From an optimization exercise on the open Yosys and OpenROAD flow, aimed at small area, a short achievable clock period and few clock cycles per item; shortcuts taken in it are not production practice.
No run shown here included a check of the RTL's function; only the layout flow was run.

==> flow/design.v <==
package spmm_pkg;
    localparam int N = 4;
    localparam int W = 8;
    localparam int SPARSE_PCT = 30;
    localparam int DENSE_PCT = 70;
    typedef logic signed [W-1:0] elem_t;
    typedef logic signed [2*W-1:0] prod_t;
    typedef logic [$clog2(N*N)-1:0] idx_t;
    typedef logic [7:0] cnt_t;
    typedef enum logic [1:0] {
        PREC_LOW,
        PREC_MID,
        PREC_HIGH
    } prec_t;
    typedef enum logic [1:0] {
        ENG_DSP,
        ENG_BOOTH,
        ENG_SERIAL
    } engine_t;
    typedef enum logic [1:0] {
        DENS_SPARSE,
        DENS_MEDIUM,
        DENS_DENSE
    } density_t;
endpackage
`timescale 1ns/10ps
module operand_store (
    input  logic            clk,
    input  logic            load_en,
    input  logic            load_sel,
    input  spmm_pkg::idx_t  load_addr,
    input  spmm_pkg::elem_t load_data,
    output logic [16*8-1:0] a_flat,
    output logic [16*8-1:0] b_flat,
    output logic [15:0]     a_nz,
    output logic [15:0]     b_nz
);
    spmm_pkg::elem_t mem_a [16];
    spmm_pkg::elem_t mem_b [16];
    always_ff @(posedge clk) begin
        for (int e = 0; e < 16; e++) begin
            if (load_en && !load_sel && load_addr == e) mem_a[e] <= load_data;
            if (load_en && load_sel && load_addr == e) mem_b[e] <= load_data;
        end
    end
    always_comb begin
        for (int e = 0; e < 16; e++) begin
            a_flat[8*e +: 8] = mem_a[e];
            b_flat[8*e +: 8] = mem_b[e];
            a_nz[e] = (mem_a[e] != '0);
            b_nz[e] = (mem_b[e] != '0);
        end
    end
endmodule
`timescale 1ns/10ps
module result_store (
    input  logic            clk,
    input  logic            clear,        
    input  logic            row_wen,
    input  logic [1:0]      row_sel,
    input  logic [4*16-1:0] row_wdata,
    input  spmm_pkg::idx_t  result_addr,
    output spmm_pkg::prod_t result_data
);
    spmm_pkg::prod_t mem_c [16];
    logic [3:0]      written;
    always_ff @(posedge clk) begin
        if (clear) begin
            written <= '0;
        end else if (row_wen) begin
            written[row_sel] <= 1'b1;
        end
        for (int r = 0; r < 4; r++) begin
            if (row_wen && row_sel == r) begin
                for (int j = 0; j < 4; j++) mem_c[4*r+j] <= row_wdata[16*j +: 16];
            end
        end
    end
    always_ff @(posedge clk) begin
        result_data <= written[result_addr[3:2]] ? mem_c[result_addr] : '0;
    end
endmodule
`timescale 1ns/10ps
module row_sparsity (
    input  logic [3:0]        nz,
    input  spmm_pkg::prec_t   precision,
    output spmm_pkg::engine_t engine
);
    logic ge3;
    logic le1;
    assign ge3 = (nz[0] & nz[1] & (nz[2] | nz[3])) | (nz[2] & nz[3] & (nz[0] | nz[1]));
    assign le1 = !((nz[0] & (nz[1] | nz[2] | nz[3])) | (nz[1] & (nz[2] | nz[3])) | (nz[2] & nz[3]));
    always_comb begin
        if (ge3 && precision == 2'd2) engine = spmm_pkg::ENG_DSP;
        else if (le1 && precision == 2'd0) engine = spmm_pkg::ENG_SERIAL;
        else engine = spmm_pkg::ENG_BOOTH;
    end
endmodule
`timescale 1ns/10ps
module booth_mult (
    input  logic [3:0]  neg,
    input  logic [3:0]  one,
    input  logic [3:0]  two,
    input  logic [7:0]  b,
    input  logic [15:0] acc0,
    input  logic [15:0] acc1,
    output logic [15:0] sum0,
    output logic [15:0] sum1
);
    logic p1;
    logic p2;
    logic p3;
    logic p4;
    logic p5;
    logic p6;
    logic p7;
    logic p8;
    logic p9;
    logic q10;
    logic p11;
    logic p12;
    logic p13;
    logic p14;
    logic p15;
    logic p16;
    logic p17;
    logic p18;
    logic p19;
    logic q20;
    logic p21;
    logic p22;
    logic p23;
    logic p24;
    logic p25;
    logic p26;
    logic p27;
    logic p28;
    logic p29;
    logic q30;
    logic p31;
    logic p32;
    logic p33;
    logic p34;
    logic p35;
    logic p36;
    logic p37;
    logic p38;
    logic p39;
    logic q40;
    logic s41;
    logic c42;
    logic s43;
    logic c44;
    logic s45;
    logic c46;
    logic s47;
    logic c48;
    logic s49;
    logic c50;
    logic s51;
    logic c52;
    logic s53;
    logic c54;
    logic s55;
    logic c56;
    logic s57;
    logic c58;
    logic s59;
    logic c60;
    logic s61;
    logic c62;
    logic s63;
    logic c64;
    logic s65;
    logic c66;
    logic s67;
    logic c68;
    logic s69;
    logic c70;
    logic s71;
    logic c72;
    logic s73;
    logic c74;
    logic s75;
    logic c76;
    logic s77;
    logic c78;
    logic s79;
    logic c80;
    logic s81;
    logic c82;
    logic s83;
    logic c84;
    logic s85;
    logic c86;
    logic s87;
    logic c88;
    logic s89;
    logic c90;
    logic s91;
    logic c92;
    logic s93;
    logic c94;
    logic s95;
    logic c96;
    logic s97;
    logic c98;
    logic s99;
    logic c100;
    logic s101;
    logic c102;
    logic s103;
    logic c104;
    logic s105;
    logic c106;
    logic s107;
    logic c108;
    logic s109;
    logic c110;
    logic s111;
    logic c112;
    logic s113;
    logic c114;
    logic s115;
    logic c116;
    logic s117;
    logic c118;
    logic s119;
    logic c120;
    logic s121;
    logic c122;
    logic s123;
    logic c124;
    logic s125;
    logic c126;
    logic s127;
    logic c128;
    logic s129;
    logic c130;
    logic s131;
    logic c132;
    logic s133;
    logic c134;
    logic s135;
    logic c136;
    logic s137;
    logic c138;
    logic s139;
    logic c140;
    logic s141;
    logic c142;
    logic s143;
    logic c144;
    logic s145;
    logic c146;
    logic s147;
    logic c148;
    logic s149;
    logic c150;
    logic s151;
    logic c152;
    assign p1 = (one[0] & b[0]) ^ neg[0];
    assign p2 = ((one[0] & b[1]) | (two[0] & b[0])) ^ neg[0];
    assign p3 = ((one[0] & b[2]) | (two[0] & b[1])) ^ neg[0];
    assign p4 = ((one[0] & b[3]) | (two[0] & b[2])) ^ neg[0];
    assign p5 = ((one[0] & b[4]) | (two[0] & b[3])) ^ neg[0];
    assign p6 = ((one[0] & b[5]) | (two[0] & b[4])) ^ neg[0];
    assign p7 = ((one[0] & b[6]) | (two[0] & b[5])) ^ neg[0];
    assign p8 = ((one[0] & b[7]) | (two[0] & b[6])) ^ neg[0];
    assign p9 = ((one[0] & b[7]) | (two[0] & b[7])) ^ neg[0];
    assign q10 = ~p9;
    assign p11 = (one[1] & b[0]) ^ neg[1];
    assign p12 = ((one[1] & b[1]) | (two[1] & b[0])) ^ neg[1];
    assign p13 = ((one[1] & b[2]) | (two[1] & b[1])) ^ neg[1];
    assign p14 = ((one[1] & b[3]) | (two[1] & b[2])) ^ neg[1];
    assign p15 = ((one[1] & b[4]) | (two[1] & b[3])) ^ neg[1];
    assign p16 = ((one[1] & b[5]) | (two[1] & b[4])) ^ neg[1];
    assign p17 = ((one[1] & b[6]) | (two[1] & b[5])) ^ neg[1];
    assign p18 = ((one[1] & b[7]) | (two[1] & b[6])) ^ neg[1];
    assign p19 = ((one[1] & b[7]) | (two[1] & b[7])) ^ neg[1];
    assign q20 = ~p19;
    assign p21 = (one[2] & b[0]) ^ neg[2];
    assign p22 = ((one[2] & b[1]) | (two[2] & b[0])) ^ neg[2];
    assign p23 = ((one[2] & b[2]) | (two[2] & b[1])) ^ neg[2];
    assign p24 = ((one[2] & b[3]) | (two[2] & b[2])) ^ neg[2];
    assign p25 = ((one[2] & b[4]) | (two[2] & b[3])) ^ neg[2];
    assign p26 = ((one[2] & b[5]) | (two[2] & b[4])) ^ neg[2];
    assign p27 = ((one[2] & b[6]) | (two[2] & b[5])) ^ neg[2];
    assign p28 = ((one[2] & b[7]) | (two[2] & b[6])) ^ neg[2];
    assign p29 = ((one[2] & b[7]) | (two[2] & b[7])) ^ neg[2];
    assign q30 = ~p29;
    assign p31 = (one[3] & b[0]) ^ neg[3];
    assign p32 = ((one[3] & b[1]) | (two[3] & b[0])) ^ neg[3];
    assign p33 = ((one[3] & b[2]) | (two[3] & b[1])) ^ neg[3];
    assign p34 = ((one[3] & b[3]) | (two[3] & b[2])) ^ neg[3];
    assign p35 = ((one[3] & b[4]) | (two[3] & b[3])) ^ neg[3];
    assign p36 = ((one[3] & b[5]) | (two[3] & b[4])) ^ neg[3];
    assign p37 = ((one[3] & b[6]) | (two[3] & b[5])) ^ neg[3];
    assign p38 = ((one[3] & b[7]) | (two[3] & b[6])) ^ neg[3];
    assign p39 = ((one[3] & b[7]) | (two[3] & b[7])) ^ neg[3];
    assign q40 = ~p39;
    assign s41 = p7 ^ p15;
    assign c42 = p7 & p15;
    assign s43 = p8 ^ p16;
    assign c44 = p8 & p16;
    assign s45 = q10 ^ p17 ^ p25;
    assign c46 = (q10 & p17) | (q10 & p25) | (p17 & p25);
    assign s47 = p18 ^ p26;
    assign c48 = p18 & p26;
    assign s49 = p3 ^ p11;
    assign c50 = p3 & p11;
    assign s51 = p4 ^ p12;
    assign c52 = p4 & p12;
    assign s53 = p5 ^ p13 ^ p21;
    assign c54 = (p5 & p13) | (p5 & p21) | (p13 & p21);
    assign s55 = neg[2] ^ acc0[4];
    assign c56 = neg[2] & acc0[4];
    assign s57 = p6 ^ p14 ^ p22;
    assign c58 = (p6 & p14) | (p6 & p22) | (p14 & p22);
    assign s59 = acc0[5] ^ acc1[5];
    assign c60 = acc0[5] & acc1[5];
    assign s61 = s41 ^ p23 ^ p31;
    assign c62 = (s41 & p23) | (s41 & p31) | (p23 & p31);
    assign s63 = neg[3] ^ acc0[6] ^ acc1[6];
    assign c64 = (neg[3] & acc0[6]) | (neg[3] & acc1[6]) | (acc0[6] & acc1[6]);
    assign s65 = c42 ^ s43 ^ p24;
    assign c66 = (c42 & s43) | (c42 & p24) | (s43 & p24);
    assign s67 = p32 ^ acc0[7] ^ acc1[7];
    assign c68 = (p32 & acc0[7]) | (p32 & acc1[7]) | (acc0[7] & acc1[7]);
    assign s69 = c44 ^ s45 ^ p33;
    assign c70 = (c44 & s45) | (c44 & p33) | (s45 & p33);
    assign s71 = ~(acc0[8] ^ acc1[8]);
    assign c72 = acc0[8] | acc1[8];
    assign s73 = c46 ^ s47 ^ p34;
    assign c74 = (c46 & s47) | (c46 & p34) | (s47 & p34);
    assign s75 = ~(acc0[9] ^ acc1[9]);
    assign c76 = acc0[9] | acc1[9];
    assign s77 = c48 ^ q20 ^ p27;
    assign c78 = (c48 & q20) | (c48 & p27) | (q20 & p27);
    assign s79 = p35 ^ acc0[10] ^ acc1[10];
    assign c80 = (p35 & acc0[10]) | (p35 & acc1[10]) | (acc0[10] & acc1[10]);
    assign s81 = p28 ^ p36 ^ acc0[11];
    assign c82 = (p28 & p36) | (p28 & acc0[11]) | (p36 & acc0[11]);
    assign s83 = ~acc1[11];
    assign c84 = acc1[11];
    assign s85 = q30 ^ p37 ^ acc0[12];
    assign c86 = (q30 & p37) | (q30 & acc0[12]) | (p37 & acc0[12]);
    assign s87 = p38 ^ acc0[13];
    assign c88 = p38 & acc0[13];
    assign s89 = p1 ^ neg[0];
    assign c90 = p1 & neg[0];
    assign s91 = p2 ^ acc0[1];
    assign c92 = p2 & acc0[1];
    assign s93 = s49 ^ neg[1] ^ acc0[2];
    assign c94 = (s49 & neg[1]) | (s49 & acc0[2]) | (neg[1] & acc0[2]);
    assign s95 = c50 ^ s51 ^ acc0[3];
    assign c96 = (c50 & s51) | (c50 & acc0[3]) | (s51 & acc0[3]);
    assign s97 = c52 ^ s53 ^ s55;
    assign c98 = (c52 & s53) | (c52 & s55) | (s53 & s55);
    assign s99 = c54 ^ c56 ^ s57;
    assign c100 = (c54 & c56) | (c54 & s57) | (c56 & s57);
    assign s101 = c58 ^ c60 ^ s61;
    assign c102 = (c58 & c60) | (c58 & s61) | (c60 & s61);
    assign s103 = c62 ^ c64 ^ s65;
    assign c104 = (c62 & c64) | (c62 & s65) | (c64 & s65);
    assign s105 = c66 ^ c68 ^ s69;
    assign c106 = (c66 & c68) | (c66 & s69) | (c68 & s69);
    assign s107 = c70 ^ c72 ^ s73;
    assign c108 = (c70 & c72) | (c70 & s73) | (c72 & s73);
    assign s109 = c74 ^ c76 ^ s77;
    assign c110 = (c74 & c76) | (c74 & s77) | (c76 & s77);
    assign s111 = c78 ^ c80 ^ s81;
    assign c112 = (c78 & c80) | (c78 & s81) | (c80 & s81);
    assign s113 = c82 ^ c84 ^ s85;
    assign c114 = (c82 & c84) | (c82 & s85) | (c84 & s85);
    assign s115 = c86 ^ s87 ^ acc1[13];
    assign c116 = (c86 & s87) | (c86 & acc1[13]) | (s87 & acc1[13]);
    assign s117 = c88 ^ q40 ^ acc0[14];
    assign c118 = (c88 & q40) | (c88 & acc0[14]) | (q40 & acc0[14]);
    assign s119 = acc0[15] ^ acc1[15];
    assign c120 = acc0[15] & acc1[15];
    assign s121 = s89 ^ acc0[0];
    assign c122 = s89 & acc0[0];
    assign s123 = c90 ^ s91 ^ acc1[1];
    assign c124 = (c90 & s91) | (c90 & acc1[1]) | (s91 & acc1[1]);
    assign s125 = c92 ^ s93 ^ acc1[2];
    assign c126 = (c92 & s93) | (c92 & acc1[2]) | (s93 & acc1[2]);
    assign s127 = c94 ^ s95 ^ acc1[3];
    assign c128 = (c94 & s95) | (c94 & acc1[3]) | (s95 & acc1[3]);
    assign s129 = c96 ^ s97 ^ acc1[4];
    assign c130 = (c96 & s97) | (c96 & acc1[4]) | (s97 & acc1[4]);
    assign s131 = c98 ^ s99 ^ s59;
    assign c132 = (c98 & s99) | (c98 & s59) | (s99 & s59);
    assign s133 = c100 ^ s101 ^ s63;
    assign c134 = (c100 & s101) | (c100 & s63) | (s101 & s63);
    assign s135 = c102 ^ s103 ^ s67;
    assign c136 = (c102 & s103) | (c102 & s67) | (s103 & s67);
    assign s137 = c104 ^ s105 ^ s71;
    assign c138 = (c104 & s105) | (c104 & s71) | (s105 & s71);
    assign s139 = c106 ^ s107 ^ s75;
    assign c140 = (c106 & s107) | (c106 & s75) | (s107 & s75);
    assign s141 = c108 ^ s109 ^ s79;
    assign c142 = (c108 & s109) | (c108 & s79) | (s109 & s79);
    assign s143 = c110 ^ s111 ^ s83;
    assign c144 = (c110 & s111) | (c110 & s83) | (s111 & s83);
    assign s145 = c112 ^ s113 ^ acc1[12];
    assign c146 = (c112 & s113) | (c112 & acc1[12]) | (s113 & acc1[12]);
    assign s147 = ~(c114 ^ s115);
    assign c148 = c114 | s115;
    assign s149 = c116 ^ s117 ^ acc1[14];
    assign c150 = (c116 & s117) | (c116 & acc1[14]) | (s117 & acc1[14]);
    assign s151 = ~(c118 ^ s119);
    assign c152 = c118 | s119;
    assign sum0 = {c150, c148, c146, c144, c142, c140, c138, c136, c134, c132, c130, c128, c126, c124, c122, s121};
    assign sum1 = {s151, s149, s147, s145, s143, s141, s139, s137, s135, s133, s131, s129, s127, s125, s123, acc1[0]};
endmodule
`timescale 1ns/10ps
module mac_unit (
    input  logic            clk,
    input  logic [3:0]      a_neg,
    input  logic [3:0]      a_one,
    input  logic [3:0]      a_two,
    input  logic [4*8-1:0]  b_row,
    input  logic            cont,
    output logic [4*16-1:0] c_row
);
    logic [4*16-1:0] acc0;
    logic [4*16-1:0] acc1;
    logic [4*16-1:0] sum0;
    logic [4*16-1:0] sum1;
    for (genvar j = 0; j < 4; j++) begin : g_col
        booth_mult u_mult (
            .neg  (a_neg),
            .one  (a_one),
            .two  (a_two),
            .b    (b_row[8*j +: 8]),
            .acc0 (cont ? acc0[16*j +: 16] : 16'd0),
            .acc1 (cont ? acc1[16*j +: 16] : 16'd0),
            .sum0 (sum0[16*j +: 16]),
            .sum1 (sum1[16*j +: 16])
        );
        assign c_row[16*j +: 16] = acc0[16*j +: 16] + acc1[16*j +: 16];
    end
    always_ff @(posedge clk) begin
        acc0 <= sum0;
        acc1 <= sum1;
    end
endmodule
`timescale 1ns/10ps
module spmm_control (
    input  logic              clk,
    input  logic              reset,
    input  logic              start,
    input  spmm_pkg::prec_t   precision,
    input  logic [16*8-1:0]   a_flat,
    input  logic [16*8-1:0]   b_flat,
    input  logic [15:0]       a_nz,
    input  logic [15:0]       b_nz,
    output logic              busy,
    output logic              done,
    output logic              sel_valid,
    output spmm_pkg::engine_t sel_engine,
    output spmm_pkg::cnt_t    macs_executed,
    output spmm_pkg::cnt_t    macs_skipped,
    output logic              c_clear,
    output logic [3:0]        mac_neg,
    output logic [3:0]        mac_one,
    output logic [3:0]        mac_two,
    output logic [4*8-1:0]    mac_b,
    output logic              mac_cont,
    output logic              wr_valid,
    output logic [1:0]        wr_row
);
    logic [15:0] pending;
    logic [15:0] src;
    logic [15:0] pick;
    logic [15:0] pick_below;    
    logic [1:0]  pick_row;
    logic [1:0]  pick_k;
    logic [7:0]  pick_a;
    logic [31:0] pick_b;
    logic [2:0]  pick_cnt;
    logic [3:0]  b_row_any;
    logic [2:0]  b_row_cnt [4];
    logic        mac_valid;
    logic [1:0]  mac_row;
    logic [2:0]  mac_cnt;
    logic [1:0]  sel_row;
    logic [6:0]  exec_cnt;
    logic [6:0]  skip_cnt;
    spmm_pkg::engine_t row_eng [4];
    logic        launch;
    logic        finish;
    for (genvar k = 0; k < 4; k++) begin : g_brow
        assign b_row_any[k] = |b_nz[4*k +: 4];
        assign b_row_cnt[k] = 3'(b_nz[4*k]) + 3'(b_nz[4*k+1]) + 3'(b_nz[4*k+2]) + 3'(b_nz[4*k+3]);
    end
    for (genvar r = 0; r < 4; r++) begin : g_class
        row_sparsity u_class (
            .nz        (a_nz[4*r +: 4]),
            .precision (precision),
            .engine    (row_eng[r])
        );
    end
    always_comb begin
        pick_below[0] = src[0];
        for (int e = 1; e < 16; e++) pick_below[e] = pick_below[e-1] | src[e];
    end
    always_comb begin
        for (int e = 0; e < 16; e++) src[e] = busy ? pending[e] : (a_nz[e] & b_row_any[e % 4]);
        pick = src & ~{pick_below[14:0], 1'b0};
        pick_row = '0;
        pick_k = '0;
        pick_a = '0;
        for (int e = 0; e < 16; e++) begin
            pick_row |= pick[e] ? 2'(e / 4) : 2'd0;
            pick_k |= pick[e] ? 2'(e % 4) : 2'd0;
            pick_a |= pick[e] ? a_flat[8*e +: 8] : 8'd0;
        end
        pick_b = '0;
        pick_cnt = '0;
        for (int k = 0; k < 4; k++) begin
            pick_b |= (src[k] | src[k+4] | src[k+8] | src[k+12]) && pick_k == k ? b_flat[32*k +: 32] : 32'd0;
            pick_cnt |= pick_k == k ? b_row_cnt[k] : 3'd0;
        end
    end
    assign launch = start && !busy;
    assign c_clear = launch;
    assign finish = busy && pending == '0 && !mac_valid && (!sel_valid || sel_row[1]);
    always_ff @(posedge clk or posedge reset) begin
        if (reset) begin
            busy <= 1'b0;
            done <= 1'b0;
            sel_valid <= 1'b0;
            sel_row <= '0;
            exec_cnt <= '0;
            skip_cnt <= '0;
            mac_valid <= 1'b0;
            wr_valid <= 1'b0;
        end else begin
            done <= 1'b0;
            mac_valid <= (launch || busy) && src != '0;
            wr_valid <= mac_valid;
            if (launch) begin
                busy <= 1'b1;
                sel_valid <= 1'b1;
                sel_row <= '0;
                exec_cnt <= '0;
                skip_cnt <= 7'd64;
            end else begin
                if (sel_valid) begin
                    sel_row <= sel_row + 1'b1;
                    if (sel_row == 2'd3) sel_valid <= 1'b0;
                end
                if (finish) begin
                    busy <= 1'b0;
                    done <= 1'b1;
                end
                if (mac_valid) begin
                    exec_cnt <= exec_cnt + 7'(mac_cnt);
                    skip_cnt <= skip_cnt - 7'(mac_cnt);
                end
            end
        end
    end
    always_ff @(posedge clk) begin
        pending <= src & ~pick;
        mac_row <= pick_row;
        mac_cnt <= pick_cnt;
        mac_cont <= busy && mac_valid && mac_row == pick_row;
        mac_b <= pick_b;
        for (int d = 0; d < 4; d++) begin
            logic b2, b1, b0;
            b2 = pick_a[2*d+1];
            b1 = pick_a[2*d];
            b0 = (d == 0) ? 1'b0 : pick_a[2*d-1];
            mac_neg[d] <= b2 & ~(b1 & b0);
            mac_one[d] <= b1 ^ b0;
            mac_two[d] <= (b2 & ~b1 & ~b0) | (~b2 & b1 & b0);
        end
        wr_row <= mac_row;
        if (launch) sel_engine <= row_eng[0];
        else if (sel_valid) sel_engine <= row_eng[sel_row + 2'd1];
    end
    assign macs_executed = {1'b0, exec_cnt};
    assign macs_skipped = {1'b0, skip_cnt};
endmodule
`timescale 1ns/10ps
module spmm_top (
    input  logic              clk,
    input  logic              reset,
    input  logic              load_en,
    input  logic              load_sel,
    input  spmm_pkg::idx_t    load_addr,
    input  spmm_pkg::elem_t   load_data,
    input  spmm_pkg::prec_t   precision,
    input  logic              start,
    output logic              busy,
    output logic              done,
    output logic              sel_valid,
    output spmm_pkg::engine_t sel_engine,
    output spmm_pkg::cnt_t    macs_executed,
    output spmm_pkg::cnt_t    macs_skipped,
    input  spmm_pkg::idx_t    result_addr,
    output spmm_pkg::prod_t   result_data
);
    logic [16*8-1:0] a_flat;
    logic [16*8-1:0] b_flat;
    logic [15:0]     a_nz;
    logic [15:0]     b_nz;
    logic            c_clear;
    logic [3:0]      mac_neg;
    logic [3:0]      mac_one;
    logic [3:0]      mac_two;
    logic [4*8-1:0]  mac_b;
    logic            mac_cont;
    logic            wr_valid;
    logic [1:0]      wr_row;
    logic [4*16-1:0] c_row;
    operand_store u_operands (
        .clk       (clk),
        .load_en   (load_en),
        .load_sel  (load_sel),
        .load_addr (load_addr),
        .load_data (load_data),
        .a_flat    (a_flat),
        .b_flat    (b_flat),
        .a_nz      (a_nz),
        .b_nz      (b_nz)
    );
    spmm_control u_control (
        .clk           (clk),
        .reset         (reset),
        .start         (start),
        .precision     (precision),
        .a_flat        (a_flat),
        .b_flat        (b_flat),
        .a_nz          (a_nz),
        .b_nz          (b_nz),
        .busy          (busy),
        .done          (done),
        .sel_valid     (sel_valid),
        .sel_engine    (sel_engine),
        .macs_executed (macs_executed),
        .macs_skipped  (macs_skipped),
        .c_clear       (c_clear),
        .mac_neg       (mac_neg),
        .mac_one       (mac_one),
        .mac_two       (mac_two),
        .mac_b         (mac_b),
        .mac_cont      (mac_cont),
        .wr_valid      (wr_valid),
        .wr_row        (wr_row)
    );
    mac_unit u_mac (
        .clk   (clk),
        .a_neg (mac_neg),
        .a_one (mac_one),
        .a_two (mac_two),
        .b_row (mac_b),
        .cont  (mac_cont),
        .c_row (c_row)
    );
    result_store u_results (
        .clk         (clk),
        .clear       (c_clear),
        .row_wen     (wr_valid),
        .row_sel     (wr_row),
        .row_wdata   (c_row),
        .result_addr (result_addr),
        .result_data (result_data)
    );
endmodule
==> flow/run.sh <==
#!/bin/bash
# synth_recipe.tcl (not shown) runs the flow's synth.tcl, then flattens the netlist and writes it again
# the make line also repeats each setting of config.mk as NAME=value (left out here)
make -C /OpenROAD-flow-scripts/flow DESIGN_CONFIG=/design/flow/config.mk WORK_HOME=/design/flow/orfs CLKGATE_MAP_FILE= SYNTH_SCRIPT=/design/flow/synth_recipe.tcl finish
==> flow/config.mk <==
export PLATFORM = sky130hd
export DESIGN_NAME = spmm_top
export DESIGN_NICKNAME = spmm_top
export VERILOG_FILES = /design/flow/design.v
export SDC_FILE = /design/flow/constraint.sdc
export NUM_CORES = 4
export LEC_CHECK = 0
export CAP_MARGIN = 20
export CORE_MARGIN = 2
export CORE_UTILIZATION = 40
export SETUP_SLACK_MARGIN = 4.0
export SLEW_MARGIN = 20
==> flow/constraint.sdc <==
create_clock -name core_clock -period 7.0 [get_ports {clk}]
set_input_delay 1.4000 -clock core_clock [delete_from_list [all_inputs] [get_ports {clk}]]
set_output_delay 1.4000 -clock core_clock [all_outputs]
set_load 0.01 [all_outputs]
==> impl_metrics.csv, run 1 <==
group,metric,value,unit
run_status,status,"finished clean",
critical_path,critPathSlowestCell,"or4_4",
clock_network,cts.sinks,746,
logic_synthesis,synth-simple-area-share,0.103,
critical_path,reg2reg_from,"u_operands.mem_b[11][0]$_DFFE_PP_",
grt,grt_pass1_vias,24927,
logic_synthesis,syn_area,36700,um^2
critical_path,regToRegEndpoint,"u_control.mac_b[6]$_DFF_P_",
flow_run,drv_cap,0,
critical_path,max_stage_delay,0.61,ns
logic_synthesis,synth_compound_area_frac,0.117,
routing,ant_nets,0,
routing,drt-total-wl,101000,um
grt,grt_usage,0.211,
critical_path,ff2ff_path_depth,10,
sta,fin_crit,3.94,ns
clock_network,clk_path_buf_depth,3,
critical_path,crit_end,"u_control.mac_b[6]$_DFF_P_",
logic_synthesis,muxShareOfSynthArea,0.00283,
placed_design,hpwl,64700,um
critical_path,crit_chain,"or4_4 -> or4_4 -> o21a_4 -> or4_4 -> nor3_4 -> a211oi_4 -> and4b_4 -> nor3b_4 -> buf_6 -> a221o_1",
floorplan,core_area,91400,um^2
critical_path,r2r_slack,3.06,ns
grt,gr-total-overflow,0,
critical_path,cp_common_cell,"or4_4",
logic_synthesis,synth-edff-count,514,
sta,rsz0062_at_grt,"true",
clock_network,cts-root-buf,"clkbuf_16",
placed_design,place_ws,1.91,ns
sta,worst_slack,3.06,ns
critical_path,end_kind,"register",
logic_synthesis,synth-xor-area-share,0.0486,
logic_synthesis,yosys_warnings,11,
placed_design,place_congestion,0.946,
sta,final_hold_viol_count,0,
sta,drv_slew,0,
logic_synthesis,async_flop_share,0.0282,
grt,grt_antenna_before_repair,1,
layout,layout_common_cells,"edfxtp_1, inv_1, nand2_1",
floorplan,die_w,307,um
clock_network,path_clk_slew,0.06,ns
sta,slew_headroom,0.301,
logic_synthesis,ys_types,85,
floorplan,die_y,307,um
floorplan,rows,111,
sta,timing.fmax,254,MHz
sta,finClkSkew,0.0643,ns
logic_synthesis,ys_ff_latch,746,
critical_path,critical_path_class,"reg -> reg",
layout,mostFrequentLayoutCell,"edfxtp_1",
placed_design,numPortBuffers,57,
routing,firstDrtPassIters,5,
sta,finalCritPeriodShare,0.563,
clock_network,h-tree-depth,3,
logic_synthesis,synth_fa_ha_area_frac,0.137,
logic_synthesis,synth_seq_area_share,0.549,
clock_network,ctsHoldBuffers,0,
grt,grt_max_degree,81,
min_path,hold_path.class,"reg -> reg",
floorplan,io_pins,60,
clock_network,cts_tree,"done",
routing,wire_per_inst,23.1,um
grt,grt_pass1_wl,152000,um
sta,setup-tns-final,0,ns
floorplan,die_area,94300,um^2
floorplan,initial_core_util,0.402,
logic_synthesis,syn_inst,2954,
layout,layout-drive-gt1-share,0.194,
critical_path,startpoint,"u_operands.mem_b[11][0]$_DFFE_PP_",
layout,syn2layout_area_growth,20.2,%
sta,setup_violations,0,
logic_synthesis,synth_ff_type,"edfxtp_1",
routing,via_per_inst,5.60,
routing,drc,0,
critical_path,required,7.49,ns
logic_synthesis,syn_avg_cell_area,12.4,um^2
sta,worst_pin_slew,1.05,ns
layout,finalNetCount,3457,
critical_path,critPathLaunchType,"register",
logic_synthesis,synth_top_family_by_area,"adder cells",
routing,drtIter0Drc,2316,
critical_path,cp_max_fo,8,
clock_network,numCtsBuffers,82,
critical_path,cp.arrival,4.44,ns
routing,vias,24588,
layout,diodes,0,
clock_network,clock_latency,0.67,ns
[critical path, delay by kind of cell (launching register included)]
kind | cells | cell delay, ns
AND/OR/NAND/NOR | 6 | 2.51
AO/OA/AOI/OAI | 3 | 0.65
buffers and inverters | 1 | 0.21
flip-flops | 1 | 0.39
[cell usage after synthesis (21+ instances only)]
master	count	share of area
xnor2_1	163	0.039
nor4_1	47	0.0080
ha_1	136	0.046
a21oi_1	106	0.014
dfrtp_1	21	0.014
o21ai_0	44	0.0060
clkbuf_1	102	0.010
nand4_1	24	0.0041
nand3_1	47	0.0064
a22oi_1	212	0.043
dfxtp_1	211	0.11
edfxtp_1	514	0.42
or4_1	36	0.0074
inv_1	225	0.023
nor3_1	36	0.0049
nand2_1	202	0.021
nor2_1	156	0.016
xor2_1	41	0.0098
fa_1	166	0.090
a221oi_1	23	0.0055
a221o_1	37	0.010
and2_1	89	0.015
[state kept, by name, indices dropped and copies added, names as in the netlist, 7 cells and up]
register	count
u_operands.mem_b	128
u_mac.acc1	60
u_control.mac_b	32
u_results.mem_c	256
u_operands.mem_a	128
u_control.pending	15
u_results.result_data	16
u_mac.acc0	64
u_control.skip_cnt	7
u_control.exec_cnt	7
[final cells by class]
type                            count  area [um^2]
Clock buffer                      110         2280
Clock inverter                     44          482
Fill cell                        7992        47200
Inverter                          225          845
Multi-Input combinational cell   1838        16400
Sequential cell                   746        20200
Tap cell                         1186         1480
Timing Repair Buffer              239         2380
[how the worst min path moves through the flow]
stage | from | endpoint | depth (start not counted)
after floorplan | u_control.mac_row[0]$_DFF_P_ | u_control.wr_row[0]$_DFF_P_ | 0
after global placement | u_control.mac_row[0]$_DFF_P_ | u_control.wr_row[0]$_DFF_P_ | 0
after detailed placement | u_control.mac_row[0]$_DFF_P_ | u_control.wr_row[0]$_DFF_P_ | 0
after CTS | u_control.mac_row[0]$_DFF_P_ | u_control.wr_row[0]$_DFF_P_ | 0
after global routing | u_control.mac_row[0]$_DFF_P_ | u_control.wr_row[0]$_DFF_P_ | 0
final | u_control.mac_row[0]$_DFF_P_ | u_control.wr_row[0]$_DFF_P_ | 0
[logic make-up after synthesis]
| kind of cell | count (synthesis) |
|---|---|
| other | 1 |
| xor gates and xnor gates | 204 |
| DFF | 746 |
| adders and majority gates | 304 |
| and+or+nand+nor | 729 |
| buffers and inverters | 378 |
| AOI/OAI and AO/OA | 583 |
| muxes | 9 |
[timing repair]
action | in CTS | in global routing
cloned | 9 | 8
setup endpoints to repair | 331 | 377
resized for setup | 239 | 169
pin swaps | 76 | 101
setup buffers | 81 | 44
[per-stage QoR]
stage	hold WS, ns	std cells	util	instance area [um^2]
CTS	0.362	4336	0.470	43000
finish	0.362	4388	0.483	44200
global placement	0.358	4092	0.422	38500
detailed placement	0.353	4092	0.422	38500
floorplan	0.349	2955	-	36900
global route	0.369	4388	0.483	44200
[layer usage]
metal / GRT usage / share of wire / vias to the layer above
li1: - / - / 11110
met1: 0.279 / 0.43 / 12322
met2: 0.357 / 0.48 / 941
met3: 0.0310 / 0.061 / 215
met4: 0.0673 / 0.031 / 0
met5: 0 / 0 / -
==> inputs of run 2 (changes only) <==
--- a/flow/config.mk
+++ b/flow/config.mk
@@ -9,4 +9,3 @@
 export CORE_MARGIN = 2
 export CORE_UTILIZATION = 40
-export SETUP_SLACK_MARGIN = 4.0
 export SLEW_MARGIN = 20
==> impl_metrics.csv, run 2 <==
group,metric,value,unit
routing,met3_length,5570,um
clock_network,h-tree-depth,3,
logic_synthesis,synth_area_leaders,"edfxtp_1, dfxtp_1, fa_1",
logic_synthesis,ys_types,85,
sta,final_hold_viol_count,0,
floorplan,die_area,94300,um^2
layout,finalNetCount,3313,
routing,drtIter0Drc,2117,
sta,fin_crit,5.14,ns
routing,wire_per_inst,22.1,um
placed_design,numPortBuffers,57,
critical_path,end_kind,"register",
routing,drt-total-wl,93700,um
sta,setup_violations,0,
logic_synthesis,yosys_warnings,11,
critical_path,critPathLaunchType,"register",
layout,reg_top3,"u_results.mem_c x256, u_operands.mem_a x128, u_operands.mem_b x128",
critical_path,critical_path_class,"reg -> reg",
sta,finalCritPeriodShare,0.735,
routing,ant_nets,0,
routing,wl_met1,40800,um
clock_network,clock_latency,0.66,ns
critical_path,critPathTopFamily,"simple AND/OR/NAND/NOR gates",
routing,drc,0,
floorplan,initial_core_util,0.402,
logic_synthesis,async_flop_share,0.0282,
critical_path,path_buf_inv,0,
routing,via_per_inst,5.49,
critical_path,cp_max_fo,32,
floorplan,core_area,91400,um^2
logic_synthesis,synth_seq_area_share,0.549,
critical_path,crit_chain,"or4_1 -> nor4_1 -> a21oi_1 -> or4_4 -> nor3_2 -> and2_1 -> or2_2 -> and2_4 -> a221o_1",
grt,grt_max_degree,68,
sta,setup-tns-final,0,ns
placed_design,hpwl,64100,um
grt,grt_usage,0.199,
logic_synthesis,muxShareOfSynthArea,0.00283,
placed_design,place_congestion,0.944,
logic_synthesis,synth_compound_area_frac,0.117,
clock_network,cts-root-buf,"clkbuf_16",
sta,rsz0062_at_grt,"false",
clock_network,path_clk_slew,0.06,ns
layout,layout-drive-gt1-share,0.0779,
min_path,whs_path_depth,0,
critical_path,ff2ff_path_depth,9,
logic_synthesis,synth-xor-area-share,0.0486,
logic_synthesis,synth_fa_ha_area_frac,0.137,
logic_synthesis,synth-simple-area-share,0.103,
grt,grt_antenna_before_repair,3,
critical_path,cp.arrival,5.72,ns
critical_path,r2r_slack,1.86,ns
grt,grt_pass1_wl,143000,um
layout,fin_cells,4245,
layout,syn2layout_area_growth,12.1,%
logic_synthesis,synth_top_family_by_area,"adder cells",
clock_network,cts.sinks,746,
grt,gr-total-overflow,0,
critical_path,max_stage_delay,0.79,ns
clock_network,cts_tree,"done",
min_path,min-delay-start,"u_control.mac_row[1]$_DFF_P_",
run_status,status,"finished clean",
logic_synthesis,ys_ff_latch,746,
layout,layout_common_cells,"edfxtp_1, inv_1, a22oi_1",
critical_path,critPathSlowestCell,"nor4_1",
critical_path,required,7.57,ns
layout,top_register,"u_results.mem_c",
clock_network,cts_setup_buffers,0,
floorplan,die_w,307,um
clock_network,clk_path_buf_depth,3,
sta,finClkSkew,0.0480,ns
logic_synthesis,synth_ff_type,"edfxtp_1",
floorplan,io_pins,60,
logic_synthesis,syn_inst,2954,
grt,grt_pass1_vias,23444,
logic_synthesis,syn_avg_cell_area,12.4,um^2
floorplan,rows,111,
clock_network,numCtsBuffers,81,
clock_network,ctsHoldBuffers,0,
placed_design,dp_cells,4089,
clock_network,cts-resized-gates,0,
logic_synthesis,synth_top_cell_area_share,0.420,
layout,largest_reg_flops,256,
min_path,hold_path.class,"reg -> reg",
routing,wl_met2,44600,um
layout,mostFrequentLayoutCell,"edfxtp_1",
critical_path,regToRegEndpoint,"u_control.mac_b[26]$_DFF_P_",
sta,worst_pin_slew,1.20,ns
sta,timing.fmax,194,MHz
logic_synthesis,yosysMostFrequentCell,"edfxtp_1",
routing,vias,23315,
min_path,min_to,"u_control.wr_row[1]$_DFF_P_",
routing,top_layer_used,"met5",
floorplan,die_y,307,um
logic_synthesis,synth-edff-count,514,
critical_path,reg2reg_from,"u_operands.mem_b[6][4]$_DFFE_PP_",
flow_run,drv_cap,0,
routing,firstDrtPassIters,6,
logic_synthesis,synthTopCellsByCount,"edfxtp_1, inv_1, a22oi_1",
sta,drv_slew,0,
logic_synthesis,syn_area,36700,um^2
logic_synthesis,yosys.area.top_type,"edfxtp_1",
sta,slew_headroom,0.198,
==> run 2: changes by cell type in the layout (fill, tap and decap cells not counted), moves of 17 or more <==
cell and change:
a21oi_2 -18, a21oi_1 +18, nor2_1 +28, buf_4 -86, o21ai_0 +18, buf_6 -28
dfxtp_1 +26, dfxtp_2 -19, clkdlybuf4s50_1 +17
==> run 2: layout make-up <==
class	count	area [um^2]
clock inverter	44	467
multi-input combinational	1831	15100
clock buffer	108	2190
sequential	746	20200
antenna	2	5.00
tap	1186	1480
fill	8248	50200
inverter	225	845
timing repair buffer	103	883
==> run 2: worst reg2reg max path, cell delays in order (launching register included) <==
cell      delay (ns)
edfxtp_1        0.39
or4_1           0.60
nor4_1          0.79
a21oi_1         0.45
or4_4           0.66
nor3_2          0.57
and2_1          0.36
or2_2           0.53
and2_4          0.51
a221o_1         0.23
==> run 2: cell families after synthesis <==
group | after synthesis
buffers and inverters | 378
other | 1
AO/OA/AOI/OAI | 583
AND/OR/NAND/NOR | 729
multiplexers | 9
flip-flops | 746
adder cells (fa/ha/maj) | 304
XOR/XNOR | 204
==> run 2: how the worst max path moves through the flow <==
stage	cells past startpoint	endpoint	start
floorplan	1	u_results.mem_c[0][0]$_DFFE_PP_	u_control.wr_valid$_DFF_PP0_
global placement	9	u_control.mac_b[26]$_DFF_P_	u_operands.mem_b[6][4]$_DFFE_PP_
detailed placement	9	u_control.mac_b[5]$_DFF_P_	u_operands.mem_b[6][4]$_DFFE_PP_
CTS	9	u_control.mac_b[5]$_DFF_P_	u_operands.mem_b[6][4]$_DFFE_PP_
global route	9	u_control.mac_b[26]$_DFF_P_	u_operands.mem_b[6][4]$_DFFE_PP_
finish	9	u_control.mac_b[26]$_DFF_P_	u_operands.mem_b[6][4]$_DFFE_PP_
==> run 2: per-stage QoR <==
step	hold WS, ns	instance area, um^2	setup slack, ns	util
floorplan	0.349	36700	1.36	-
global placement	0.364	38500	2.15	0.421
detailed placement	0.363	38500	1.96	0.421
CTS	0.373	41100	1.97	0.450
global route	0.385	41200	1.67	0.450
finish	0.371	41200	1.86	0.451
==> run 2: per-layer routing <==
metal	vias up	GRT usage
met4	2	0.0636
met2	763	0.331
li1	10796	-
met5	-	0
met3	154	0.0335
met1	11600	0.264
==> inputs of run 3 (changes only) <==
--- a/flow/design.v
+++ b/flow/design.v
@@ -38,8 +38,16 @@
     spmm_pkg::elem_t mem_a [16];
     spmm_pkg::elem_t mem_b [16];
+    logic            data_nz;
+    assign data_nz = (load_data != '0);
     always_ff @(posedge clk) begin
         for (int e = 0; e < 16; e++) begin
-            if (load_en && !load_sel && load_addr == e) mem_a[e] <= load_data;
-            if (load_en && load_sel && load_addr == e) mem_b[e] <= load_data;
+            if (load_en && !load_sel && load_addr == e) begin
+                mem_a[e] <= load_data;
+                a_nz[e] <= data_nz;
+            end
+            if (load_en && load_sel && load_addr == e) begin
+                mem_b[e] <= load_data;
+                b_nz[e] <= data_nz;
+            end
         end
     end
@@ -48,6 +56,4 @@
             a_flat[8*e +: 8] = mem_a[e];
             b_flat[8*e +: 8] = mem_b[e];
-            a_nz[e] = (mem_a[e] != '0);
-            b_nz[e] = (mem_b[e] != '0);
         end
     end
@@ -477,5 +483,5 @@
     logic [15:0] pick_below;    
     logic [1:0]  pick_row;
-    logic [1:0]  pick_k;
+    logic [3:0]  pick_k_hot;
     logic [7:0]  pick_a;
     logic [31:0] pick_b;
@@ -511,9 +517,7 @@
         pick = src & ~{pick_below[14:0], 1'b0};
         pick_row = '0;
-        pick_k = '0;
         pick_a = '0;
         for (int e = 0; e < 16; e++) begin
             pick_row |= pick[e] ? 2'(e / 4) : 2'd0;
-            pick_k |= pick[e] ? 2'(e % 4) : 2'd0;
             pick_a |= pick[e] ? a_flat[8*e +: 8] : 8'd0;
         end
@@ -521,6 +525,7 @@
         pick_cnt = '0;
         for (int k = 0; k < 4; k++) begin
-            pick_b |= (src[k] | src[k+4] | src[k+8] | src[k+12]) && pick_k == k ? b_flat[32*k +: 32] : 32'd0;
-            pick_cnt |= pick_k == k ? b_row_cnt[k] : 3'd0;
+            pick_k_hot[k] = pick[k] | pick[k+4] | pick[k+8] | pick[k+12];
+            pick_b |= pick_k_hot[k] ? b_flat[32*k +: 32] : 32'd0;
+            pick_cnt |= pick_k_hot[k] ? b_row_cnt[k] : 3'd0;
         end
     end
--- a/flow/config.mk
+++ b/flow/config.mk
@@ -6,6 +6,8 @@
 export NUM_CORES = 4
 export LEC_CHECK = 0
+export ABC_CLOCK_PERIOD_IN_PS = 3000
 export CAP_MARGIN = 20
 export CORE_MARGIN = 2
 export CORE_UTILIZATION = 40
+export SETUP_SLACK_MARGIN = 4.5
 export SLEW_MARGIN = 20
==> impl_metrics.csv, run 3 <==
group,metric,value,unit
run_status,status,"finished clean",
logic_synthesis,synth_compound_area_frac,0.107,
layout,syn2layout_area_growth,29.1,%
critical_path,ff2ff_path_depth,11,
critical_path,critPathTopFamily,"simple AND/OR/NAND/NOR gates",
grt,grt_pass1_vias,25101,
floorplan,die_w,308,um
sta,finClkSkew,0.0305,ns
clock_network,numCtsBuffers,84,
sta,worst_pin_slew,1.06,ns
layout,fin_area,47800,um^2
critical_path,critPathLaunchType,"register",
logic_synthesis,muxShareOfSynthArea,0.00591,
routing,drc,0,
logic_synthesis,ys_types,93,
clock_network,cts.sinks,778,
sta,timing.fmax,308,MHz
critical_path,reg2reg_from,"u_operands.b_nz[4]$_DFFE_PP_",
floorplan,rows,111,
logic_synthesis,synth_area_leaders,"edfxtp_1, dfxtp_1, fa_1",
logic_synthesis,syn_avg_cell_area,13.0,um^2
layout,largest_reg_flops,256,
sta,rsz0062_at_grt,"true",
logic_synthesis,syn_area,37100,um^2
sta,setup-tns-final,0,ns
logic_synthesis,synth_fa_ha_area_frac,0.136,
clock_network,path_clk_slew,0.06,ns
placed_design,numPortBuffers,57,
layout,layout_common_cells,"edfxtp_1, a22oi_1, inv_1",
placed_design,place_congestion,0.958,
clock_network,h-tree-depth,3,
layout,mostFrequentLayoutCell,"edfxtp_1",
critical_path,critical_path_class,"reg -> reg",
placed_design,hpwl,65300,um
grt,grt_usage,0.223,
routing,vias,24450,
logic_synthesis,synth_ff_type,"edfxtp_1",
sta,finalCritPeriodShare,0.464,
critical_path,regToRegEndpoint,"u_control.mac_two[1]$_DFF_P_",
sta,slew_headroom,0.296,
min_path,hold_path.class,"reg -> reg",
floorplan,io_pins,60,
critical_path,r2r_slack,3.76,ns
sta,drv_slew,0,
routing,firstDrtPassIters,7,
clock_network,clock_latency,0.66,ns
floorplan,die_y,308,um
layout,top_register,"u_results.mem_c",
routing,wire_per_inst,24.2,um
critical_path,critPathSlowestCell,"or4_4",
critical_path,cp.arrival,3.82,ns
sta,final_hold_viol_count,0,
logic_synthesis,synth-xor-area-share,0.0501,
logic_synthesis,synthTopCellsByCount,"edfxtp_1, a22oi_1, inv_1",
min_path,min-delay-start,"u_control.mac_row[0]$_DFF_P_",
grt,gr-total-overflow,0,
clock_network,cts_tree,"done",
logic_synthesis,synth-edff-count,546,
logic_synthesis,synth_seq_area_share,0.571,
layout,diodes,0,
logic_synthesis,yosysMostFrequentCell,"edfxtp_1",
logic_synthesis,syn_inst,2841,
placed_design,dpl_cell_area,39700,um^2
critical_path,crit_chain,"inv_2 -> ha_4 -> or4b_4 -> a22o_4 -> buf_12 -> or4_4 -> a211oi_4 -> and4b_4 -> and3_4 -> nand2b_4 -> mux2i_1",
critical_path,path_buf_inv,2,
logic_synthesis,yosys_warnings,11,
floorplan,core_area,91800,um^2
layout,layout-drive-gt1-share,0.331,
logic_synthesis,synth-simple-area-share,0.0886,
logic_synthesis,yosys.area.top_type,"edfxtp_1",
clock_network,cts-root-buf,"clkbuf_16",
grt,grt_pass1_wl,159000,um
critical_path,end_kind,"register",
critical_path,cp_max_fo,4,
grt,grt_max_degree,66,
routing,via_per_inst,5.51,
sta,setup_violations,0,
critical_path,max_stage_delay,0.54,ns
floorplan,initial_core_util,0.404,
layout,reg_top3,"u_results.mem_c x256, u_operands.mem_a x128, u_operands.mem_b x128",
flow_run,drv_cap,0,
logic_synthesis,synth_top_cell_area_share,0.442,
logic_synthesis,ys_ff_latch,778,
routing,ant_nets,0,
min_path,min_to,"u_control.wr_row[0]$_DFF_P_",
routing,drt-total-wl,107000,um
grt,grt_antenna_before_repair,0,
logic_synthesis,synth_top_family_by_area,"adder cells",
floorplan,die_area,95100,um^2
critical_path,required,7.58,ns
clock_network,clk_path_buf_depth,3,
min_path,whs_path_depth,0,
sta,hold_ws,0.370,ns
sta,fin_crit,3.24,ns
logic_synthesis,async_flop_share,0.0270,
routing,drtIter0Drc,2347,
layout,finalNetCount,3444,
run 3: changes by cell type in the layout (fill, tap and decap cells not counted), sizes merged, moves of 30 or more:
cell | before | now
buf | 51 | 303
a22oi | 212 | 278
nand2 | 202 | 147
a21oi | 106 | 66
nor4 | 49 | 10
clkdlybuf4s50 | 52 | 16
edfxtp | 514 | 546
or4 | 39 | 8
a221o | 37 | 7
run 3: worst register-to-register path, cell delays in order, from the launching register on:
cell	delay, ns
edfxtp_1	0.41
inv_2	0.09
ha_4	0.14
or4b_4	0.51
a22o_4	0.28
buf_12	0.13
or4_4	0.54
a211oi_4	0.32
and4b_4	0.25
and3_4	0.21
nand2b_4	0.14
mux2i_1	0.15
run 3: layout make-up:
type / count / area, um^2
well taps: 1243 / 1560
inverters: 228 / 858
multi-input cells: 1699 / 17100
repair buffers: 330 / 4130
flip-flops and latches: 778 / 21200
clock inverters: 42 / 582
fillers: 7509 / 44000
clock buffers: 116 / 2390
run 3: how the worst max path moves through the flow:
stage | end | from | cells after the start
2_1_floorplan | u_mac.acc1[56]$_DFF_P_ | u_control.mac_one[2]$_DFF_P_ | 10
3_3_place_gp | u_control.mac_b[9]$_DFF_P_ | u_control.busy$_DFFE_PP0P_ | 10
6_report | u_control.mac_two[1]$_DFF_P_ | u_operands.b_nz[4]$_DFFE_PP_ | 11
4_1_cts | u_control.mac_two[3]$_DFF_P_ | u_operands.b_nz[4]$_DFFE_PP_ | 11
5_1_grt | u_control.mac_two[3]$_DFF_P_ | u_operands.b_nz[0]$_DFFE_PP_ | 12
3_5_place_dp | u_control.mac_b[9]$_DFF_P_ | u_control.busy$_DFFE_PP0P_ | 10
run 3: logic make-up (layout without fill, tap and decap cells):
logic type | Yosys count | in the layout
other cells | 1 | 2
buf+inv | 368 | 716
compound gates | 537 | 537
flops | 778 | 778
simple gates | 621 | 624
mux | 20 | 20
xor+xnor | 212 | 212
fa+ha+maj | 304 | 304
run 3: repair_timing:
action                     CTS  global route
hold buffers                 0             0
gates cloned                20             7
setup buffers              148            65
pin swaps                  185           199
setup endpoints to repair  598           580
resized for setup          517           290
run 3: per-layer routing:
metal	track usage	share of wire
met5	0	0
met3	0.0338	0.057
met2	0.385	0.50
met4	0.0884	0.045
met1	0.280	0.40
run 3: through the flow:
stage | cells | setup slack, ns | util
finish | 4436 | 3.76 | 0.521
detailed placement | 4038 | 2.66 | 0.433
global placement | 4038 | 2.62 | 0.433
floorplan | 2842 | 4.00 | -
global route | 4436 | 3.70 | 0.521
CTS | 4364 | 3.67 | 0.501
==> inputs of run 4 (changes only) <==
--- a/flow/config.mk
+++ b/flow/config.mk
@@ -6,5 +6,4 @@
 export NUM_CORES = 4
 export LEC_CHECK = 0
-export ABC_CLOCK_PERIOD_IN_PS = 3000
 export CAP_MARGIN = 20
 export CORE_MARGIN = 2
==> impl_metrics.csv, run 4 <==
group,metric,value,unit
layout,reg_top3,"u_results.mem_c x256, u_operands.mem_a x128, u_operands.mem_b x128",
layout,layout-drive-gt1-share,0.331,
sta,setup_violations,0,
run_status,status,"finished clean",
layout,finalNetCount,3444,
layout,post-route-util,0.521,
clock_network,h-tree-depth,3,
placed_design,dp_cells,4038,
flow_run,drv_cap,0,
logic_synthesis,syn_area,37100,um^2
critical_path,path_buf_inv,2,
logic_synthesis,synth_area_leaders,"edfxtp_1, dfxtp_1, fa_1",
sta,setup-tns-final,0,ns
floorplan,die_y,308,um
layout,layout_common_cells,"edfxtp_1, a22oi_1, inv_1",
layout,fin_cells,4436,
logic_synthesis,yosys.area.top_type,"edfxtp_1",
routing,drt-total-wl,107000,um
logic_synthesis,synth_ff_type,"edfxtp_1",
min_path,hold_path.class,"reg -> reg",
grt,grt_pass1_vias,25101,
logic_synthesis,ys_types,93,
logic_synthesis,syn_avg_cell_area,13.0,um^2
sta,drv_slew,0,
layout,mostFrequentLayoutCell,"edfxtp_1",
routing,via_per_inst,5.51,
clock_network,cts.sinks,778,
critical_path,critPathSlowestCell,"or4_4",
sta,worst_pin_slew,1.06,ns
clock_network,numCtsBuffers,84,
logic_synthesis,syn_inst,2841,
logic_synthesis,synthTopCellsByCount,"edfxtp_1, a22oi_1, inv_1",
sta,rsz0062_at_grt,"true",
clock_network,path_clk_slew,0.06,ns
grt,gr-total-overflow,0,
sta,worst_slack,3.76,ns
routing,drc,0,
floorplan,rows,111,
logic_synthesis,ys_ff_latch,778,
routing,vias,24450,
critical_path,cp.arrival,3.82,ns
logic_synthesis,async_flop_share,0.0270,
placed_design,place_congestion,0.958,
grt,grt_usage,0.223,
clock_network,cts_tree,"done",
sta,hold_ws,0.370,ns
sta,timing.fmax,308,MHz
placed_design,hpwl,65300,um
sta,finalCritPeriodShare,0.464,
clock_network,clock_latency,0.66,ns
placed_design,numPortBuffers,57,
grt,grt_max_degree,66,
logic_synthesis,synth-edff-count,546,
logic_synthesis,yosysMostFrequentCell,"edfxtp_1",
sta,slew_headroom,0.296,
logic_synthesis,synth_top_cell_area_share,0.442,
critical_path,critPathTopFamily,"simple AND/OR/NAND/NOR gates",
critical_path,cp_max_fo,4,
critical_path,crit_chain,"inv_2 -> ha_4 -> or4b_4 -> a22o_4 -> buf_12 -> or4_4 -> a211oi_4 -> and4b_4 -> and3_4 -> nand2b_4 -> mux2i_1",
critical_path,critical_path_class,"reg -> reg",
layout,diodes,0,
logic_synthesis,synth_seq_area_share,0.571,
clock_network,cts-root-buf,"clkbuf_16",
placed_design,place_ws,2.66,ns
routing,firstDrtPassIters,7,
layout,top_register,"u_results.mem_c",
layout,syn2layout_area_growth,29.1,%
layout,largest_reg_flops,256,
routing,drtIter0Drc,2347,
routing,wire_per_inst,24.2,um
sta,finClkSkew,0.0305,ns
grt,grt_pass1_wl,159000,um
routing,ant_nets,0,
floorplan,die_w,308,um
floorplan,die_area,95100,um^2
floorplan,core_area,91800,um^2
clock_network,clk_path_buf_depth,3,
layout,fin_area,47800,um^2
clock_network,ctsHoldBuffers,0,
critical_path,required,7.58,ns
floorplan,io_pins,60,
logic_synthesis,yosys_warnings,11,
grt,grt_antenna_before_repair,0,
placed_design,dpl_cell_area,39700,um^2
sta,fin_crit,3.24,ns
sta,final_hold_viol_count,0,
critical_path,critPathLaunchType,"register",
critical_path,max_stage_delay,0.54,ns
floorplan,initial_core_util,0.404,
critical_path,end_kind,"register",
[run 4: cell counts after synthesis]
Identical to the previous run, type by type.
[run 4: final timing paths]
| check | slack [ns] | to | startpoint | depth (start not counted) |
|---|---|---|---|---|
| setup / recovery | 3.76 | u_control.mac_two[1]$_DFF_P_ | u_operands.b_nz[4]$_DFFE_PP_ | 11 |
| hold / removal | 0.37 | u_control.wr_row[0]$_DFF_P_ | u_control.mac_row[0]$_DFF_P_ | 0 |
| setup reg to reg | 3.76 | u_control.mac_two[1]$_DFF_P_ | u_operands.b_nz[4]$_DFFE_PP_ | 11 |
| hold reg to reg | 0.37 | u_control.wr_row[0]$_DFF_P_ | u_control.mac_row[0]$_DFF_P_ | 0 |
| max in group asynchronous | 5.24 | u_control.sel_valid$_DFF_PP0_ | reset | 2 |
| min in group asynchronous | 1.20 | u_control.sel_valid$_DFF_PP0_ | reset | 2 |
[run 4: layer usage]
layer  track usage  vias to the layer above  share of wire
met3        0.0338                      271          0.057
li1              -                    10874              -
met2         0.385                     1011           0.50
met5             0                        -              0
met1         0.280                    12294           0.40
met4        0.0884                        0          0.045
[run 4: area by class of cell]
| type | instances | area (um^2) |
|---|---|---|
| clock buffers | 116 | 2390 |
| clock inverters | 42 | 582 |
| fillers | 7509 | 44000 |
| inverters | 228 | 858 |
| multi-input cells | 1699 | 17100 |
| flip-flops and latches | 778 | 21200 |
| well taps | 1243 | 1560 |
| repair buffers | 330 | 4130 |
[run 4: cell families (layout without fill, tap and decap cells)]
group,after synthesis,in the layout,synth area share
buf+inv,368,716,0.0412
simple gates,621,624,0.0886
compound gates,537,537,0.107
flops,778,778,0.571
other cells,1,2,0.000101
xor+xnor,212,212,0.0501
mux,20,20,0.00591
fa+ha+maj,304,304,0.136
[run 4: what timing repair did]
action	CTS	global route
gates resized for setup	517	290
gates cloned	20	7
buffers inserted	148	65
pin swaps	185	199
setup endpoints to repair	598	580

-- afterwards: timing with drivers on the ports --
In the flow no input, the clock included, has a driving cell. The finished layouts below were timed again as built, in two steps.
Step 1 sets driving cells, clkbuf_16 on the clock port and buf_2 on the other inputs (assumed; they add their load-dependent delay and slew).
Step 2 times the ports against the registers' clock, not the clock port: input delays grow and output delays shrink by t, the midpoint of the rising clock arrivals with the driver on.
Three values: no drivers, after step 1, after step 2; two values: the first two.
run | t (ns) | setup slack, ns | worst register clock-pin slew, ns | worst slew at a driven data input, ns | cell pins on the clock port's net
run 1 | 0.703 | 3.056 / 3.056 / 3.056 | 0.06 / 0.06 | 0.06 | 1
run 2 | 0.700 | 1.856 / 1.856 / 1.856 | 0.07 / 0.07 | 0.05 | 1
run 3 | 0.714 | 3.755 / 3.755 / 3.755 | 0.07 / 0.07 | 0.04 | 1
run 4 | 0.714 | 3.755 / 3.755 / 3.755 | 0.07 / 0.07 | 0.04 | 1
After both steps setup and hold are still met in every run listed.
